Source: an optimization exercise on an open RTL-to-GDS flow (aim: small area, a short achievable clock period and few clock cycles per item). Production flows keep margins and buffers that such runs may drop.
In this exercise RTL edits were held to simulation tests only and were not proved equivalent to the original.
No activity file was given, so power comes from the tool's default toggle rates.

==> ember <==
==> flow/design.v (excerpt) <==
module three_band_equalizer
(
  input  logic                  clk,
  input  logic                  rst_n,
  input  logic                  in_valid,
  output logic                  in_ready,
  input  logic signed [15:0]    in_sample,
  input  logic                  in_block_start,
  output logic                  out_valid,
  input  logic                  out_ready,
  output logic signed [15:0]    out_sample,
  output logic                  out_clipped,
  input  logic                  cfg_valid,
  output logic                  cfg_ready,
  input  logic [tbeq_pkg::CFG_IDX_W-1:0]  cfg_index,
  input  logic [tbeq_pkg::CFG_DATA_W-1:0] cfg_data
);
Settings: LEC_CHECK=0, CAP_MARGIN=20, CORE_MARGIN=2, CORE_UTILIZATION=40, SETUP_SLACK_MARGIN=5, SLEW_MARGIN=20; clock period 11.0 ns.
run.sh (not shown) runs the stock make flow with config.mk's settings and CLKGATE_MAP_FILE= SYNTH_SCRIPT=/design/flow/synth_recipe.tcl, a recipe that flattens the netlist after the stock synthesis.
==> xenon: changes against ember <==
--- a/flow/config.mk
+++ b/flow/config.mk
@@ -8,5 +8,5 @@
 export CAP_MARGIN = 20
 export CORE_MARGIN = 2
-export CORE_UTILIZATION = 40
+export CORE_UTILIZATION = 55
 export SETUP_SLACK_MARGIN = 5
 export SLEW_MARGIN = 20
==> summary.txt <==
Outcome
  • Status: finished clean

STA
  • Final worst path period share: 54.5%

Finish
  • Layout cells sized above 1: 8.48%
  • Bufs w/o clock: 396
  • Buffer share of cell area: 3.32%

Global routing
  • Initial antenna violation count: 12

Critical path
  • Worst Reg-to-Reg Cells: 26

Pwr
  • Combinational Power: 22.6 mW
  • Overall power: 33.0 mW
  • Leak: 36.0 nW

Routing
  • M1 WL: 118000 um
(the above is from xenon)
==> summary.txt <==
Global routing
  • Initial antenna violation count: 13

Pwr
  • Combinational Power: 22.4 mW
  • Leak: 35.7 nW

STA
  • Final worst path period share: 54.4%

Critical path
  • Worst Reg-to-Reg Cells: 28

Finish
  • Bufs w/o clock: 353

Outcome
  • Status: finished clean
(the above is from ember)
Testbench counts of ember, summed over its fixed seeds: cycles 8,296, items 4,096.
Testbench counts of xenon, summed over its fixed seeds: cycles 8,296, items 4,096.

========
==> run C <==
Another version of the RTL of three_band_equalizer (not shown whole).
clock: 11.0 ns
lec_check: 0
cap_margin: 20
core_margin: 2
core_utilization: 40
setup_slack_margin: 5
slew_margin: 20
==> inputs of run A, as changes to run C <==
--- a/flow/design.v
+++ b/flow/design.v
@@ -144,19 +144,19 @@
     dg_two_r <= hi_ph ? lc_two : hc_two;
     dg_neg_r <= hi_ph ? lc_neg : hc_neg;
   end
   logic [23:0] pole_r [4];
   logic [24:0] dif_r  [4];
-  logic [27:0] sa_r   [4];
-  logic [27:0] sb_r   [4];
+  logic [27:0] sg_r   [4];
+  logic [27:0] sx_r   [4];
   logic [3:0]  cy_r;
   logic [23:0] pn     [4];
   for (genvar i = 0; i < 4; i++) begin : g_unit
     logic        a_v, a_bs, d_bs;
     logic [8:0]  one, two, neg;
     logic [23:0] p;
-    logic [27:0] sa, sb;
+    logic [27:0] sg, sx;
     logic        cy;
     logic [27:0] t;
     logic        t_co;
     logic signed [23:0] s, q;
     logic [24:0]        dif;
@@ -167,24 +167,24 @@
     assign one = dg_one_r & {9{a_v}};
     assign two = dg_two_r & {9{a_v}};
     assign neg = dg_neg_r & {9{a_v}};
     assign p   = a_bs ? 24'd0 : pole_r[i];
     tbeq_pole_a u_a (.d(dif_r[i]), .p(p), .one(one), .two(two), .neg(neg),
-                     .sa(sa), .sb(sb), .cy(cy));
-    tbeq_add #(.W(28), .L(5)) u_b (.a(sa_r[i]), .b(sb_r[i]), .ci(cy_r[i]), .s(t), .co(t_co));
+                     .sg(sg), .sx(sx), .cy(cy));
+    tbeq_addgp #(.W(28), .L(5)) u_b (.gi(sg_r[i]), .xi(sx_r[i]), .ci(cy_r[i]), .s(t), .co(t_co));
     assign pn[i] = (t[27:23] == 5'b00000 || t[27:23] == 5'b11111) ? t[23:0] :
                    t[27] ? 24'h800000 : 24'h7fffff;
     assign q = d_bs ? 24'd0 : pn[i];
     tbeq_add #(.W(25), .L(5)) u_d (.a({s[23], s}), .b(~{q[23], q}), .ci(1'b1), .s(dif), .co(dif_co));
     if (i == 0) begin : g_src0
       assign s = {x_r, 8'd0};
     end else begin : g_srcn
       assign s = pn[i-1];
     end
     always_ff @(posedge clk) begin
-      sa_r[i]   <= sa;
-      sb_r[i]   <= sb;
+      sg_r[i]   <= sg;
+      sx_r[i]   <= sx;
       cy_r[i]   <= cy;
       pole_r[i] <= pn[i];
       dif_r[i]  <= dif;
     end
   end
@@ -286,19 +286,54 @@
     assign c[i+1] = g[L][i] | (p[L][i] & ci);
   end
   assign s  = x ^ c[W-1:0];
   assign co = c[W];
 endmodule
+module tbeq_addgp
+#(
+  parameter int W = 8,
+  parameter int L = 3           
+) (
+  input  logic [W-1:0] gi,
+  input  logic [W-1:0] xi,
+  input  logic         ci,
+  output logic [W-1:0] s,
+  output logic         co
+);
+  logic [W-1:0] g [L+1];
+  logic [W-1:0] p [L+1];
+  logic [W:0]   c;
+  assign g[0] = gi;
+  assign p[0] = xi;
+  for (genvar l = 0; l < L; l++) begin : g_lvl
+    for (genvar i = 0; i < W; i++) begin : g_bit
+      if (((i >> l) & 1) == 1) begin : g_op
+        localparam int J = ((i >> l) << l) - 1;
+        assign g[l+1][i] = g[l][i] | (p[l][i] & g[l][J]);
+        assign p[l+1][i] = p[l][i] & p[l][J];
+      end else begin : g_pass
+        assign g[l+1][i] = g[l][i];
+        assign p[l+1][i] = p[l][i];
+      end
+    end
+  end
+  assign c[0] = ci;
+  for (genvar i = 0; i < W; i++) begin : g_car
+    assign c[i+1] = g[L][i] | (p[L][i] & ci);
+  end
+  assign s  = xi ^ c[W-1:0];
+  assign co = c[W];
+endmodule
 module tbeq_pole_a
 (
   input  logic [24:0] d,
   input  logic [23:0] p,
   input  logic [8:0]  one,
   input  logic [8:0]  two,
   input  logic [8:0]  neg,
-  output logic [27:0] sa,
-  output logic [27:0] sb,
+  output logic [27:0] sg,        
+  output logic [27:0] sx,        
   output logic        cy
 );
   logic [43:0] ra, rb;
   logic [15:0] lo;
   wire pa0 = neg[8] ^ p[0];
@@ -927,12 +962,12 @@
   wire pa623 = pa622 ^ pa509;
   wire pa624 = (pa403 & (((one[8] & d[24]) | (two[8] & d[23])) ^ neg[8])) | (pa622 & pa509);
   assign ra = {1'b1, 1'b1, ~(((one[8] & d[24]) | (two[8] & d[24])) ^ neg[8]), pa621, pa620, pa615, pa612, pa611, pa606, pa603, pa600, pa597, pa596, pa591, pa588, pa585, pa582, pa579, pa576, pa573, pa570, pa567, pa564, pa561, pa558, pa555, pa552, pa549, pa546, pa543, pa540, pa537, pa534, pa531, pa528, pa525, pa522, pa519, pa516, pa513, pa511, ((one[1] & d[0]) ^ neg[1]), (((one[0] & d[1]) | (two[0] & d[0])) ^ neg[0]), neg[0]};
   assign rb = {1'b0, 1'b0, pa624, pa623, pa618, pa617, pa614, pa609, pa608, pa605, pa602, pa599, pa594, pa593, pa590, pa587, pa584, pa581, pa578, pa575, pa572, pa569, pa566, pa563, pa560, pa557, pa554, pa551, pa548, pa545, pa542, pa539, pa536, pa533, pa530, pa527, pa524, pa521, pa518, pa515, pa512, pa510, 1'b0, ((one[0] & d[0]) ^ neg[0])};
   tbeq_add #(.W(16), .L(4)) u_lo (.a(ra[15:0]), .b(rb[15:0]), .ci(1'b0), .s(lo), .co(cy));
-  assign sa = ra[43:16];
-  assign sb = rb[43:16];
+  assign sg = ra[43:16] & rb[43:16];
+  assign sx = ra[43:16] ^ rb[43:16];
 endmodule
 module tbeq_gain
 (
   input  logic [23:0] m,
   input  logic [15:0] d,
==> summary of the runs <==
Against run C, the maximum frequency of run A is larger by 10%.
Run A finished with timing, DRC and antenna clean. Run C completed with no timing, DRC or antenna violations.
Of run A and run C, run C has the higher critical path depth (gap 5).
In run A the worst hold slack is lower than in run C, by 12 ps.
Of run C and run A, run C has the higher core utilization (gap 0.45 points).
Flip-flop and latch count is the same in run C and run A.
Of run A and run C, run C has the higher power (gap about 11%, measured against run C).
Testbench counts of run C, summed over its fixed seeds: cycles 8,296, items 4,096.
Testbench counts of run A, summed over its fixed seeds: cycles 8,296, items 4,096.

========
==> run a: inputs <==
Another version of the RTL of three_band_equalizer (not shown whole).
make LEC_CHECK=0 CAP_MARGIN=20 CORE_MARGIN=2 CORE_UTILIZATION=40 SETUP_SLACK_MARGIN=5 SLEW_MARGIN=20 finish   # period 11.0 ns
==> run b (differences from run a) <==
--- a/flow/design.v
+++ b/flow/design.v
@@ -132,22 +132,20 @@
     end
     if (!hi_ph) begin
       for (int i = 1; i < 5; i++) d_r[i] <= d_r[i-1];
     end
     tb_r <= {tb_r[7:0], load && bs_in};
   end
   logic [8:0] lc_one, lc_two, lc_neg, hc_one, hc_two, hc_neg;
-  logic [8:0] dg_one_r, dg_two_r, dg_neg_r;
+  logic [8:0] dg_one, dg_two, dg_neg;
   tbeq_booth #(.SIGNED(1'b0)) u_enc_lc (.b(low_coef_r),  .one(lc_one), .two(lc_two), .neg(lc_neg));
   tbeq_booth #(.SIGNED(1'b0)) u_enc_hc (.b(high_coef_r), .one(hc_one), .two(hc_two), .neg(hc_neg));
-  always_ff @(posedge clk) begin
-    dg_one_r <= hi_ph ? lc_one : hc_one;
-    dg_two_r <= hi_ph ? lc_two : hc_two;
-    dg_neg_r <= hi_ph ? lc_neg : hc_neg;
-  end
+  assign dg_one = hi_ph ? hc_one : lc_one;
+  assign dg_two = hi_ph ? hc_two : lc_two;
+  assign dg_neg = hi_ph ? hc_neg : lc_neg;
   logic [23:0] pole_r [4];
   logic [24:0] dif_r  [4];
   logic [25:0] sg_r   [4];
   logic [25:0] sx_r   [4];
   logic [3:0]  cy_r;
   logic [23:0] pn     [4];
   for (genvar i = 0; i < 4; i++) begin : g_unit
@@ -160,17 +158,17 @@
     logic        t_co;
     logic signed [23:0] s, q;
     logic [24:0]        dif;
     logic               dif_co;
     assign a_v  = tv[2*i+1] || tv[2*i+2];
     assign a_bs = tb_r[2*i+1] || tb_r[2*i+2];
     assign d_bs = tb_r[2*i] || tb_r[2*i+1];
-    assign one = dg_one_r & {9{a_v}};
-    assign two = dg_two_r & {9{a_v}};
-    assign neg = dg_neg_r & {9{a_v}};
+    assign one = dg_one & {9{a_v}};
+    assign two = dg_two & {9{a_v}};
+    assign neg = dg_neg & {9{a_v}};
     assign p   = a_bs ? 24'd0 : pole_r[i];
     tbeq_pole_a u_a (.d(dif_r[i]), .p(p), .one(one), .two(two), .neg(neg),
                      .sg(sg), .sx(sx), .cy(cy));
     tbeq_addgp #(.W(26), .L(5)) u_b (.gi(sg_r[i]), .xi(sx_r[i]), .ci(cy_r[i]), .s(t), .co(t_co));
     assign pn[i] = (t[25:23] == 3'b000 || t[25:23] == 3'b111) ? t[23:0] :
                    t[25] ? 24'h800000 : 24'h7fffff;
     assign q = d_bs ? 24'd0 : pn[i];
Settings changed: CTS_BUF_LIST set to sky130_fd_sc_hd__clkbuf_8, CTS_CLUSTER_DIAMETER set to 60, CTS_CLUSTER_SIZE set to 10.
==> run c (differences from run a) <==
--- a/flow/design.v
+++ b/flow/design.v
@@ -132,22 +132,20 @@
     end
     if (!hi_ph) begin
       for (int i = 1; i < 5; i++) d_r[i] <= d_r[i-1];
     end
     tb_r <= {tb_r[7:0], load && bs_in};
   end
   logic [8:0] lc_one, lc_two, lc_neg, hc_one, hc_two, hc_neg;
-  logic [8:0] dg_one_r, dg_two_r, dg_neg_r;
+  logic [8:0] dg_one, dg_two, dg_neg;
   tbeq_booth #(.SIGNED(1'b0)) u_enc_lc (.b(low_coef_r),  .one(lc_one), .two(lc_two), .neg(lc_neg));
   tbeq_booth #(.SIGNED(1'b0)) u_enc_hc (.b(high_coef_r), .one(hc_one), .two(hc_two), .neg(hc_neg));
-  always_ff @(posedge clk) begin
-    dg_one_r <= hi_ph ? lc_one : hc_one;
-    dg_two_r <= hi_ph ? lc_two : hc_two;
-    dg_neg_r <= hi_ph ? lc_neg : hc_neg;
-  end
+  assign dg_one = hi_ph ? hc_one : lc_one;
+  assign dg_two = hi_ph ? hc_two : lc_two;
+  assign dg_neg = hi_ph ? hc_neg : lc_neg;
   logic [23:0] pole_r [4];
   logic [24:0] dif_r  [4];
   logic [25:0] sg_r   [4];
   logic [25:0] sx_r   [4];
   logic [3:0]  cy_r;
   logic [23:0] pn     [4];
   for (genvar i = 0; i < 4; i++) begin : g_unit
@@ -160,17 +158,17 @@
     logic        t_co;
     logic signed [23:0] s, q;
     logic [24:0]        dif;
     logic               dif_co;
     assign a_v  = tv[2*i+1] || tv[2*i+2];
     assign a_bs = tb_r[2*i+1] || tb_r[2*i+2];
     assign d_bs = tb_r[2*i] || tb_r[2*i+1];
-    assign one = dg_one_r & {9{a_v}};
-    assign two = dg_two_r & {9{a_v}};
-    assign neg = dg_neg_r & {9{a_v}};
+    assign one = dg_one & {9{a_v}};
+    assign two = dg_two & {9{a_v}};
+    assign neg = dg_neg & {9{a_v}};
     assign p   = a_bs ? 24'd0 : pole_r[i];
     tbeq_pole_a u_a (.d(dif_r[i]), .p(p), .one(one), .two(two), .neg(neg),
                      .sg(sg), .sx(sx), .cy(cy));
     tbeq_addgp #(.W(26), .L(5)) u_b (.gi(sg_r[i]), .xi(sx_r[i]), .ci(cy_r[i]), .s(t), .co(t_co));
     assign pn[i] = (t[25:23] == 3'b000 || t[25:23] == 3'b111) ? t[23:0] :
                    t[25] ? 24'h800000 : 24'h7fffff;
     assign q = d_bs ? 24'd0 : pn[i];
==> impl_metrics.ini <==
[cts]
clkTransAtPathRegs_ps = 60

[sta]
slew_headroom_pct = 21.6

[synth]
synth_cell_types = 99
synth.yosys.seq_area_share_pct = 23.0

[routing]
routed_wire_length_mm = 278

[critical_path]
critical_path.reg2reg.startpoint = u_ctrl.hi_r$_SDFF_PN0_
cp_common_cell = sky130_fd_sc_hd__fa_1

[run_status]
run_status = complete, no violations

[pwr]
worst_ir_drop_vdd_mv = 0.619
[end of results for run c]
==> impl_metrics.ini <==
[cts]
clkTransAtPathRegs_ps = 60

[routing]
routed_wire_length_mm = 280

[run_status]
run_status = complete, no violations

[synth]
synth_cell_types = 93

[critical_path]
critical_path.reg2reg.startpoint = u_datapath.sx_r[2][0]$_DFF_P_

[sta]
slew_headroom_pct = 20.0
[end of results for run a]
==> impl_metrics.ini <==
[run_status]
run_status = complete, no violations

[critical_path]
cp_common_cell = sky130_fd_sc_hd__fa_1

[sta]
slew_headroom_pct = 19.7

[cts]
clkTransAtPathRegs_ps = 70

[synth]
synth_cell_types = 99
synth.yosys.seq_area_share_pct = 23.0

[pwr]
share_clk_of_total_power_pct = 7.7
worst_ir_drop_vdd_mv = 0.608

[routing]
routed_wire_length_mm = 278
[end of results for run b]
Testbench counts of run a, summed over its fixed seeds: cycles 8,296, items 4,096.
Testbench counts of run b, summed over its fixed seeds: cycles 8,296, items 4,096.
Testbench counts of run c, summed over its fixed seeds: cycles 8,296, items 4,096.

afterwards: timing with drivers on the ports:
No port has a modelled driver above. Below, the same layouts with a new extraction and two added sets of constraints.
Step 1, drivers: a clkbuf_16 drives clk and a buf_2 each remaining input, both assumed.
Step 2 also shifts input and output timing later by t, the mid clock arrival at the registers, as if the neighbouring blocks saw the same clock.
a / b / c = ideal / step 1 / step 2; a / b = the first two.
run | shift t [ns] | slack for setup (ns) | hold slack, ns
ember | 0.847 | 5.015 / 5.015 / 5.015 | 0.389 / 0.389 / 0.389
xenon | 0.807 | 5.002 / 5.002 / 5.002 | 0.366 / 0.366 / 0.366
run C of note 2 | 0.854 | 4.409 / 4.409 / 4.409 | 0.385 / 0.385 / 0.385
run A of note 2 | 0.825 | 5.006 / 5.006 / 5.006 | 0.372 / 0.372 / 0.372
run a of note 3 | 0.879 | 5.138 / 5.138 / 5.138 | 0.387 / 0.387 / 0.387
run b of note 3 | 0.963 | 5.280 / 5.280 / 5.280 | 0.384 / 0.384 / 0.384
run c of note 3 | 0.823 | 5.263 / 5.263 / 5.263 | 0.402 / 0.402 / 0.402
After both steps setup and hold are still met in every run listed.
